What follows belongs to an exercise in optimizing a design on an open flow for small area, a short achievable clock period and few clock cycles; a production flow would make more cautious choices. Function was checked by simulation only, so behaviour that the tests miss may differ from the original. Power is estimated from default activity; no workload was simulated.

// bitmove_top
module bitmove_top #(
    parameter int FIFO_DEPTH = 4
) (
    input  logic                           clk,
    input  logic                           arst_n,
    input  logic                           reg_sel,
    input  logic                           reg_write,
    input  bitmove_pkg::reg_addr_t         reg_addr,
    input  bitmove_pkg::word_t             reg_wdata,
    output bitmove_pkg::word_t             reg_rdata,
    output logic                           done,
    output logic                           mem_req,
    output logic                           mem_we,
    output logic [bitmove_pkg::ADDR_W-1:0] mem_addr,
    output bitmove_pkg::word_t             mem_wdata,
    input  logic                           mem_hold,
    input  bitmove_pkg::word_t             mem_rdata
);
==> flow/config.mk <==
export PLATFORM = sky130hd
export DESIGN_NAME = bitmove_top
export DESIGN_NICKNAME = bitmove_top
export VERILOG_FILES = /design/flow/design.v
export SDC_FILE = /design/flow/constraint.sdc
export NUM_CORES = 4
export LEC_CHECK = 0
export CAP_MARGIN = 20
export CORE_MARGIN = 2
export CORE_UTILIZATION = 40
export SETUP_SLACK_MARGIN = 4.5
export SLEW_MARGIN = 20
==> flow/constraint.sdc <==
create_clock -name core_clock -period 8.0 [get_ports {clk}]
set_input_delay 1.6000 -clock core_clock [delete_from_list [all_inputs] [get_ports {clk}]]
set_output_delay 1.6000 -clock core_clock [all_outputs]
set_load 0.01 [all_outputs]
standard.sh (not shown) runs the stock make flow with config.mk's settings and CLKGATE_MAP_FILE= SYNTH_SCRIPT=/design/flow/synth_recipe.tcl, a recipe that flattens the netlist after the stock synthesis.
==> flow/flow/run.sh <==
#!/bin/bash
# Standard layout, with the smallest buffer on each port; timing repair
# upsizes the ports that need it.
set -euo pipefail
export BUFFER_PORTS_ARGS="-buffer_cell sky130_fd_sc_hd__buf_1"
bash standard.sh > standard.log 2>&1
Testbench counts at the start, summed over its fixed seeds: cycles 9,457.
Then changed:
==> flow/flow/run.sh (replaced) <==
#!/bin/bash
# The standard layout with two changes:
#  - synthesis maps logic with an area-oriented ABC script and plain gates
#    for adders (registers are mapped as in the standard synthesis);
#  - each port gets the smallest buffer; timing repair upsizes where needed.
set -euo pipefail
here=$(pwd)
{ head -n 1 synth_recipe.tcl; cat flow/abc_area.tcl; tail -n +2 synth_recipe.tcl; } > own_synth.tcl
sed "s|$here/synth_recipe.tcl|$here/own_synth.tcl|" standard.sh > own_standard.sh
grep -q own_synth.tcl own_standard.sh
export OWN_ABC_SCRIPT='+strash;&get,-n;&st;&syn2;&dch;&nf,-a,-R,1000;&st;&syn2;&dch;&nf,-a,-R,1000;&put;dnsize'
export ADDER_MAP_FILE=
export BUFFER_PORTS_ARGS="-buffer_cell sky130_fd_sc_hd__buf_1"
bash own_standard.sh > standard.log 2>&1
==> flow/flow/abc_area.tcl (new file) <==
# Sourced into the synthesis script after its first line: ORFS's abc call is
# redirected to an area-oriented mapping script (flops are mapped before abc,
# so the registers are those of the standard synthesis).
proc abc {args} {
  set i [lsearch -exact $args -script]
  if {$i >= 0} { set args [lreplace $args $i [expr {$i + 1}] -script $::env(OWN_ABC_SCRIPT)] }
  set j [lsearch -exact $args -D]
  if {$j >= 0} { set args [lreplace $args $j [expr {$j + 1}]] }
  yosys abc {*}$args
}
--- a/flow/config.mk
+++ b/flow/config.mk
@@ -10,3 +10,3 @@
 export CORE_UTILIZATION = 40
-export SETUP_SLACK_MARGIN = 4.5
+export SETUP_SLACK_MARGIN = 4.0
 export SLEW_MARGIN = 20
Outcome:
- non-clock buffer count is lower by 108
- total power is lower by 14%
- sequential share of layout area is higher by 6.8 points
- via count is lower by 19%
- wire length is lower by 22%
- register-to-register slack is about the same
- flip-flop and latch count does not change
- cell area is lower by 16%
Then changed:
--- a/flow/config.mk
+++ b/flow/config.mk
@@ -9,3 +9,3 @@
 export CORE_MARGIN = 2
-export CORE_UTILIZATION = 40
+export CORE_UTILIZATION = 60
 export SETUP_SLACK_MARGIN = 4.0
The new run ran to the end with no violations.
Setup slack gets worse by 0.099 ns.
Count of clock-buffer cells in the layout decreases by 4.
Hold slack gets worse by 0.0034 ns.
Cell area decreases slightly.
Non-clock buffer count increases by 19.
Synthesized area is unchanged.
Clock skew decreases by 0.0067 ns.
Sequential power stays flat.
Register-to-register slack gets worse by 0.10 ns.
Combinational power hardly moves.
Sequential cell count is unchanged.
Then changed:
==> flow/flow/run.sh (replaced) <==
#!/bin/bash
# Standard layout, with the smallest buffer on each port; timing repair
# upsizes the ports that need it.
set -euo pipefail
export BUFFER_PORTS_ARGS="-buffer_cell sky130_fd_sc_hd__buf_1"
bash standard.sh > standard.log 2>&1
--- a/flow/config.mk
+++ b/flow/config.mk
@@ -9,3 +9,3 @@
 export CORE_MARGIN = 2
-export CORE_UTILIZATION = 60
+export CORE_UTILIZATION = 40
 export SETUP_SLACK_MARGIN = 4.0
removed: flow/flow/abc_area.tcl
Utilization goes down by 26 points.
Count of clock-buffer cells in the layout goes up by 2.
Worst setup slack degrades by 0.053 ns.

Setup of v58:
bitmove_top, a different RTL version from the one above (not shown whole).
Size in the first run: ~240 flip-flops, roughly 170 I/O pins, roughly 14000 um2 of cells after synthesis.
export LEC_CHECK = 0
export CAP_MARGIN = 20
export CORE_MARGIN = 2
export CORE_UTILIZATION = 40
export SETUP_SLACK_MARGIN = 4.0
export SLEW_MARGIN = 20
export TNS_END_PERCENT = 10
create_clock -name core_clock -period 8.0 [get_ports {clk}]
==> flow/flow/run.sh <==
#!/bin/bash
# The standard layout with two changes:
#  - synthesis maps logic with an area-oriented ABC script and plain gates
#    for adders (registers are mapped as in the standard synthesis);
#  - each port gets the smallest buffer; timing repair upsizes where needed.
set -euo pipefail
here=$(pwd)
{ head -n 1 synth_recipe.tcl; cat flow/abc_area.tcl; tail -n +2 synth_recipe.tcl; } > own_synth.tcl
sed "s|$here/synth_recipe.tcl|$here/own_synth.tcl|" standard.sh > own_standard.sh
grep -q own_synth.tcl own_standard.sh
export OWN_ABC_SCRIPT='+strash;&get,-n;&st;&syn2;&dch;&nf,-a,-R,1000;&st;&syn2;&dch;&nf,-a,-R,1000;&put;dnsize'
export ADDER_MAP_FILE=
export BUFFER_PORTS_ARGS="-buffer_cell sky130_fd_sc_hd__buf_1"
bash own_standard.sh > standard.log 2>&1
==> flow/flow/abc_area.tcl <==
# Sourced into the synthesis script after its first line: ORFS's abc call is
# redirected to an area-oriented mapping script (flops are mapped before abc,
# so the registers are those of the standard synthesis).
proc abc {args} {
  set i [lsearch -exact $args -script]
  if {$i >= 0} { set args [lreplace $args $i [expr {$i + 1}] -script $::env(OWN_ABC_SCRIPT)] }
  set j [lsearch -exact $args -D]
  if {$j >= 0} { set args [lreplace $args $j [expr {$j + 1}]] }
  yosys abc {*}$args
}
Having completed the whole flow, v58 delivered a layout that passed the timing, design-rule and antenna checks.
Testbench counts of v58, summed over its fixed seeds: cycles 9,457.
Inputs modified between v58 and v15:
- SETUP_SLACK_MARGIN now 3.8, was 4.0
- TNS_END_PERCENT no longer set, was 10
## What came out
- On total of fill cells in the finished design: v15 sits above v58.
- v15 vs. v58: routed wire length lost 770 um; cell count after synthesis neither gained nor lost much; clock-buffer cell count picked up an extra 9.7%; number of gates on the worst path with buffers counted lost 4; number of global-route vias before repair lost about 1.2%.
- Per the comparison of v15 with v58, clock period minus worst slack went down by 99 ps; buffer count excluding the clock tree in the final layout went down.
- Having completed the whole flow, v15 delivered a layout that passed the timing, design-rule and antenna checks.
- v58 completed end to end with timing, DRC and antenna clean.
diff inputs: v15 => v54
- swapping 3.8 for 4.0 in SETUP_SLACK_MARGIN
- putting GPL_TIMING_DRIVEN at 0 where nothing was set
## What came out
Diff v15 -> v54: fmax has increased; final critical path time including I/O delays and setup has decreased; power of the combinational group has increased; clock group total power has decreased; half-perimeter wire length of the detailed placement result has decreased.
Summary of v54 over v15: part of the power in the clock network went down by 2.7 points, relative contribution of combinational cells to total power went up by 4.1 points, largest fanout on the critical path went down by 30.
The total power number comes out lower for v15 vs v54.
Relative to v15, final cycle utilization of the critical path decreased by 1.1 points in v54.
Diff v15 -> v54 | layout net count | increase of 45
Input-level comparison between v32 and v54:
- GPL_TIMING_DRIVEN removed (was 0)
- SETUP_SLACK_MARGIN changed from 4.0 to 3.8
==> flow/flow/run.sh <==
#!/bin/bash
# The standard layout with two changes:
#  - synthesis maps logic with Yosys's default ABC script and plain gates
#    for adders (registers are mapped as in the standard synthesis);
#  - each port gets the smallest buffer; timing repair upsizes where needed.
set -euo pipefail
here=$(pwd)
{ head -n 1 synth_recipe.tcl; cat flow/abc_area.tcl; tail -n +2 synth_recipe.tcl; } > own_synth.tcl
sed "s|$here/synth_recipe.tcl|$here/own_synth.tcl|" standard.sh > own_standard.sh
grep -q own_synth.tcl own_standard.sh
export ADDER_MAP_FILE=
export BUFFER_PORTS_ARGS="-buffer_cell sky130_fd_sc_hd__buf_1"
bash own_standard.sh > standard.log 2>&1
==> flow/flow/abc_area.tcl <==
# Sourced into the synthesis script after its first line: ORFS's abc call is
# redirected to Yosys's default ABC mapping script (flops are mapped before abc,
# so the registers are those of the standard synthesis).
proc abc {args} {
  set i [lsearch -exact $args -script]
  if {$i >= 0} { set args [lreplace $args $i [expr {$i + 1}]] }
  set j [lsearch -exact $args -D]
  if {$j >= 0} { set args [lreplace $args $j [expr {$j + 1}]] }
  yosys abc {*}$args
}
==> run summary <==
- Compared with v54, v32 is the more power-hungry design.
- v32 ends up with lower path length in cells of the critical path than v54 does.
- Summary of v32 over v54: wire length on met2 shows a reduction of 570 um; power density over the cells +about 6%; synthesized cell count has increased.
- Run comparison: v54 cell at the slowest stage of the critical path nor2b_4; v32 cell at the slowest stage of the critical path a221o_1
- For v32, the top metal layer carrying routed signals was met4, unlike v54, where it was met5.
[inputs] v49 vs v32
- SETUP_SLACK_MARGIN now 4.0, was 3.8
-- flow/flow/run.sh --
<<< v32, line 2
# The standard layout with two changes:
#  - synthesis maps logic with Yosys's default ABC script and plain gates
#    for adders (registers are mapped as in the standard synthesis);
>>> v49, line 2
# The standard layout with two changes:
#  - synthesis maps logic with an area-oriented ABC script and plain gates
#    for adders (registers are mapped as in the standard synthesis);
<<< v32, line 10
grep -q own_synth.tcl own_standard.sh
export ADDER_MAP_FILE=
>>> v49, line 10
grep -q own_synth.tcl own_standard.sh
export OWN_ABC_SCRIPT='+strash;&get,-n;&st;&syn2;&dch;&nf,-a,-R,1000;&st;&syn2;&dch;&nf,-a,-R,1000;&put;dnsize'
export ADDER_MAP_FILE=
==> flow/flow/abc_area.tcl <==
# Sourced into the synthesis script after its first line: ORFS's abc call is
# redirected to an area-oriented mapping script (flops are mapped before abc,
# so the registers are those of the standard synthesis).
proc abc {args} {
  set i [lsearch -exact $args -script]
  if {$i >= 0} { set args [lreplace $args $i [expr {$i + 1}] -script $::env(OWN_ABC_SCRIPT)] }
  set j [lsearch -exact $args -D]
  if {$j >= 0} { set args [lreplace $args $j [expr {$j + 1}]] }
  yosys abc {*}$args
}
## What came out
Diff v32 and v49: critical path depth lower in v32
Against v32 as the reference, v49 delivers a lower detailed route wirelength on metal3.
In the reports for v32 and v49, the larger count of buffering cells on the critical path with inverters included belongs to v49.
Taking v32 as the reference, in v49 total power lower; design area lower; largest incremental delay on the critical path lower; synthesized cell count lower; utilization of the core after routing higher.
[compare] base=v32 new=v49: global-route usage over all layers went up by 0.71 points, timing-limited maximum frequency went up by 7.4 MHz, share of the clock period used by the worst path after layout went down by 1.6 points.

[re-timing with driven ports]
In the flow no input, the clock included, has a driving cell. The finished layouts below were timed again as built, in two steps.
Step 1 sets driving cells, clkbuf_16 on the clock port and buf_2 on the other inputs (assumed; they add their load-dependent delay and slew).
Step 2 also shifts input and output timing later by t, the mid clock arrival at the registers, as if the neighbouring blocks saw the same clock.
Three values: no drivers, after step 1, after step 2; two values: the first two.
run | shift t [ns] | slack for setup (ns) | worst data-port slew with drivers (ns)
the first run of note 1 | 0.623 | 3.814 / 3.770 / 3.770 | 0.09
the second run of note 1 | 0.605 | 3.915 / 3.809 / 3.761 | 0.22
the third run of note 1 | 0.587 | 3.816 / 3.706 / 3.706 | 0.13
the fourth run of note 1 | 0.616 | 3.763 / 3.721 / 3.596 | 0.08
v58 | 0.599 | 3.736 / 3.691 / 3.691 | 0.07
v15 | 0.610 | 3.834 / 3.803 / 3.803 | 0.09
v54 | 0.601 | 3.922 / 3.756 / 3.756 | 0.25
v32 | 0.622 | 3.783 / 3.737 / 3.737 | 0.06
v49 | 0.613 | 3.911 / 3.790 / 3.790 | 0.17
After both steps every run listed still meets setup and hold. The setup slack of the fourth run of note 1, which loses most, moves by -0.042 ns with the drivers and by -0.167 ns with both steps.
